From an optimization exercise on the open Yosys and OpenROAD flow, aimed at small area; shortcuts taken in it are not production practice.
RTL that was checked went through simulation tests only; none was proved equivalent to the original.

Design neural_network, start of the top module:
module neural_network (
    input  logic        clk,
    input  logic        reset,
    input  logic        changes,
    input  logic [7:0]  data_in,
    output logic [7:0]  network_outputs
);
Size: about 960 cells after synthesis, roughly 240 flip-flops, ~19 I/O pins, about 13000 µm² of cells after synthesis.
==> module neural_network, before the edit <==
module neural_network (
    input  logic        clk,
    input  logic        reset,
    input  logic        changes,
    input  logic [7:0]  data_in,
    output logic [7:0]  network_outputs
);
    nn_pkg::state_t state_reg;
    logic           changes_q_reg;
    logic [31:0]    xn_sr_reg;      
    logic [191:0]   p_sr_reg;
    logic [2:0]     x_cnt_reg;
    logic [4:0]     p_cnt_reg;
    logic           f3_q_reg;
    logic           f1_q_reg;
    logic [8:0]     h_q_reg;
    logic [3:0]     out_reg;
    logic chg_rise, in_p, in_c, shift_x, shift_p;
    assign chg_rise = changes & ~changes_q_reg;
    assign in_p     = (state_reg == nn_pkg::LOAD_P);
    assign in_c     = (state_reg == nn_pkg::COMPUTE);
    assign shift_x  = (state_reg == nn_pkg::LOAD_X) & ~changes;
    assign shift_p  = in_p & ~changes;
    function automatic logic gt_const(input logic [4:0] c, input int k);
        gt_const = 1'b0;
        for (int b = 0; b < 5; b++)
            gt_const = ((k >> b) & 1) ? (c[b] & gt_const) : (c[b] | gt_const);
    endfunction
    logic [23:0] p_ok;
    logic [3:0]  x_ok;
    generate
        for (genvar k = 0; k < 24; k++) begin : g_pok
            assign p_ok[k] = gt_const(p_cnt_reg, k);
        end
        for (genvar k = 0; k < 4; k++) begin : g_xok
            assign x_ok[k] = gt_const({2'b00, x_cnt_reg}, k);
        end
    endgenerate
    function automatic logic [7:0] lane(input int k);
        lane = p_sr_reg[k*8 +: 8];
    endfunction
    logic sa, sb, sc;
    assign sa = in_p & ~changes;
    assign sb = in_p &  changes;
    assign sc = in_c;
    logic [31:0] f_wn;
    logic [7:0]  f_b, f_th;
    logic        f_fire;
    generate
        for (genvar i = 0; i < 4; i++) begin : g_fw
            logic ma, mb, mc;
            assign ma = sa & x_ok[i] & p_ok[17+i];
            assign mb = sb & x_ok[i] & p_ok[6+i];
            assign mc = sc & x_ok[i] & p_ok[12+i];
            assign f_wn[i*8 +: 8] = ~((lane(17+i) & {8{ma}}) | (lane(6+i) & {8{mb}})
                                    | (lane(12+i) & {8{mc}}));
        end
    endgenerate
    assign f_b  = (lane(21) & {8{sa & p_ok[21]}}) | (lane(10) & {8{sb & p_ok[10]}})
                | (lane(16) & {8{sc & p_ok[16]}});
    assign f_th = (lane(22) & {8{sa & p_ok[22]}}) | (lane(11) & {8{sb & p_ok[11]}})
                | (lane(17) & {8{sc & p_ok[17]}});
    nn_neuron u_f (
        .xn_flat (xn_sr_reg),
        .wn_flat (f_wn),
        .b       (f_b),
        .thn     (~f_th),
        .fire   (f_fire)
    );
    logic [15:0] h_xn, h_wn;
    logic [7:0]  h_e1, h_e2, h_s;
    logic        h_ge;
    generate
        for (genvar i = 0; i < 2; i++) begin : g_hw
            logic m0, m1;
            assign m0 = ~in_c & x_ok[i]   & p_ok[i];
            assign m1 =  in_c & x_ok[i+2] & p_ok[i+2];
            assign h_wn[i*8 +: 8] = ~((lane(i) & {8{m0}}) | (lane(i+2) & {8{m1}}));
            assign h_xn[i*8 +: 8] = in_c ? xn_sr_reg[(i+2)*8 +: 8] : xn_sr_reg[i*8 +: 8];
        end
    endgenerate
    assign h_e1 = in_c ? h_q_reg[7:0] : (lane(4) & {8{p_ok[4]}});
    assign h_e2 = in_c ? 8'h00 : ~(lane(5) & {8{p_ok[5]}});
    nn_half u_h (
        .xn_flat (h_xn),
        .wn_flat (h_wn),
        .e1     (h_e1),
        .e2     (h_e2),
        .s      (h_s),
        .ge     (h_ge)
    );
    assign network_outputs = {4'b0000, out_reg};
    always_ff @(posedge clk) begin
        if (shift_x)
            xn_sr_reg <= {xn_sr_reg[23:0], ~data_in};
        if (shift_p) begin
            p_sr_reg <= {p_sr_reg[183:0], data_in};
            f3_q_reg <= f_fire;
        end
        f1_q_reg <= f_fire;
        h_q_reg  <= {h_ge, h_s};
    end
    always_ff @(posedge clk or posedge reset) begin
        if (reset) begin
            state_reg     <= nn_pkg::LOAD_X;
            changes_q_reg <= 1'b0;
            x_cnt_reg     <= '0;
            p_cnt_reg     <= '0;
            out_reg       <= '0;
        end else begin
            changes_q_reg <= changes;
            if (shift_x && x_cnt_reg != 3'd4)
                x_cnt_reg <= x_cnt_reg + 3'd1;
            if (shift_p && p_cnt_reg != 5'd24)
                p_cnt_reg <= p_cnt_reg + 5'd1;
            case (state_reg)
                nn_pkg::LOAD_X:  if (chg_rise) state_reg <= nn_pkg::LOAD_P;
                nn_pkg::LOAD_P:  if (chg_rise) state_reg <= nn_pkg::COMPUTE;
                nn_pkg::COMPUTE: begin
                    out_reg   <= {f3_q_reg, f_fire, f1_q_reg, h_q_reg[8] | h_ge};
                    state_reg <= nn_pkg::DONE;
                end
                default:         if (chg_rise) state_reg <= nn_pkg::LOAD_X;
            endcase
        end
    end
endmodule
==> flow/config.mk <==
export PLATFORM = sky130hd
export DESIGN_NAME = neural_network
export DESIGN_NICKNAME = neural_network
export VERILOG_FILES = /design/flow/design.v
export SDC_FILE = /design/flow/constraint.sdc
export NUM_CORES = 4
export LEC_CHECK = 0
export CAP_MARGIN = 10
export CORE_MARGIN = 2
export CORE_UTILIZATION = 40
export PLACE_DENSITY = 0.7
export SLEW_MARGIN = 10
export SYNTH_HIERARCHICAL = 1
==> flow/constraint.sdc <==
create_clock -name core_clock -period 10.0 [get_ports {clk}]
set_input_delay 2.0000 -clock core_clock [delete_from_list [all_inputs] [get_ports {clk}]]
set_output_delay 2.0000 -clock core_clock [all_outputs]
set_load 0.01 [all_outputs]
standard.sh (not shown) runs the stock make flow with config.mk's settings and CLKGATE_MAP_FILE= SYNTH_SCRIPT=/design/flow/synth_recipe.tcl, a recipe that flattens the netlist after the stock synthesis.
==> flow/flow/run.sh <==
#!/bin/bash
# Standard ORFS flow (the standard.sh) with some layout options:
#  - timing-driven global placement keeps none of its resizer changes
#  - port buffers of the smallest buffer cell
#  - CTS without dummy loads
set -euo pipefail
bash standard.sh \
  GPL_KEEP_OVERFLOW=0 \
  "BUFFER_PORTS_ARGS=-buffer_cell sky130_fd_sc_hd__buf_1" \
  "CTS_ARGS=-sink_clustering_enable -repair_clock_nets -sink_clustering_size 10 -sink_clustering_max_diameter 40 -buf_list sky130_fd_sc_hd__clkbuf_4 -dont_use_dummy_load" \
  finish > standard.log 2>&1
Then changed:
--- a/flow/design.v
+++ b/flow/design.v
@@ -21,6 +21,12 @@
     assign s  = a ^ b ^ c;
     assign co = (a & b) | (c & (a ^ b));
 endmodule
+module nn_ao22 (
+    input  logic a1, a2, b1, b2,
+    output logic y
+);
+    assign y = (a1 & a2) | (b1 & b2);
+endmodule
 module nn_mo3 (
     input  logic a,
     input  logic b,
@@ -484,8 +490,15 @@
             assign ma = sa & x_ok[i] & p_ok[17+i];
             assign mb = sb & x_ok[i] & p_ok[6+i];
             assign mc = sc & x_ok[i] & p_ok[12+i];
-            assign f_wn[i*8 +: 8] = ~((lane(17+i) & {8{ma}}) | (lane(6+i) & {8{mb}})
-                                    | (lane(12+i) & {8{mc}}));
+            for (genvar k = 0; k < 8; k++) begin : g_bit
+                logic u;
+                nn_ao22 u_ab (
+                    .a1 (p_sr_reg[(17+i)*8+k]), .a2 (ma),
+                    .b1 (p_sr_reg[(6+i)*8+k]),  .b2 (mb),
+                    .y  (u)
+                );
+                assign f_wn[i*8+k] = ~(u | (p_sr_reg[(12+i)*8+k] & mc));
+            end
         end
     endgenerate
     assign f_b  = (lane(21) & {8{sa & p_ok[21]}}) | (lane(10) & {8{sb & p_ok[10]}})
Outcome: The new run went through all stages and came out clean. Design area increases by 1.2%. Via count barely changes. Global-route usage barely changes. Synthesized cell count increases by 2.9%. Die area increases by 0.85%. Count of clock-buffer cells in the layout increases by 3. Sequential share of layout area decreases by 0.57 points. Area after synthesis increases by 0.87%. Wire length increases by 0.99%. Maximum frequency decreases by 2.2%. Core utilization decreases by 0.37 points. Worst setup slack loses 0.20 ns.
Only the layout flow was run in the second run of this note; the RTL was not checked for function there.

what the ideal ports hide:
In the flow no input, the clock included, has a driving cell. The finished layouts below were timed again as built, in two steps. Step 1 (the two cells are an assumption about what drives the block):
set clk [get_ports {clk}]
set_driving_cell -lib_cell sky130_fd_sc_hd__clkbuf_16 $clk
set_driving_cell -lib_cell sky130_fd_sc_hd__buf_2 [delete_from_list [all_inputs] $clk]
Step 2, shift: input delay + t, output delay - t, t = (earliest + latest rising clock arrival at the registers) / 2. This alone moves slack from input paths to output paths. Slacks: no drivers / after step 1 / after step 2; pairs: no drivers / after step 1.
run | shift t [ns] | slack for setup (ns) | worst data-port slew with drivers (ns)
the first run | 0.700 | 0.910 / 0.935 / 0.236 | 0.05
the second run | 0.643 | 0.709 / 0.730 / 0.087 | 0.03
After both steps setup and hold are still met in every run listed. For the first run, which loses most, drivers alone change the setup slack by +0.025 ns; drivers and shift together by -0.674 ns.
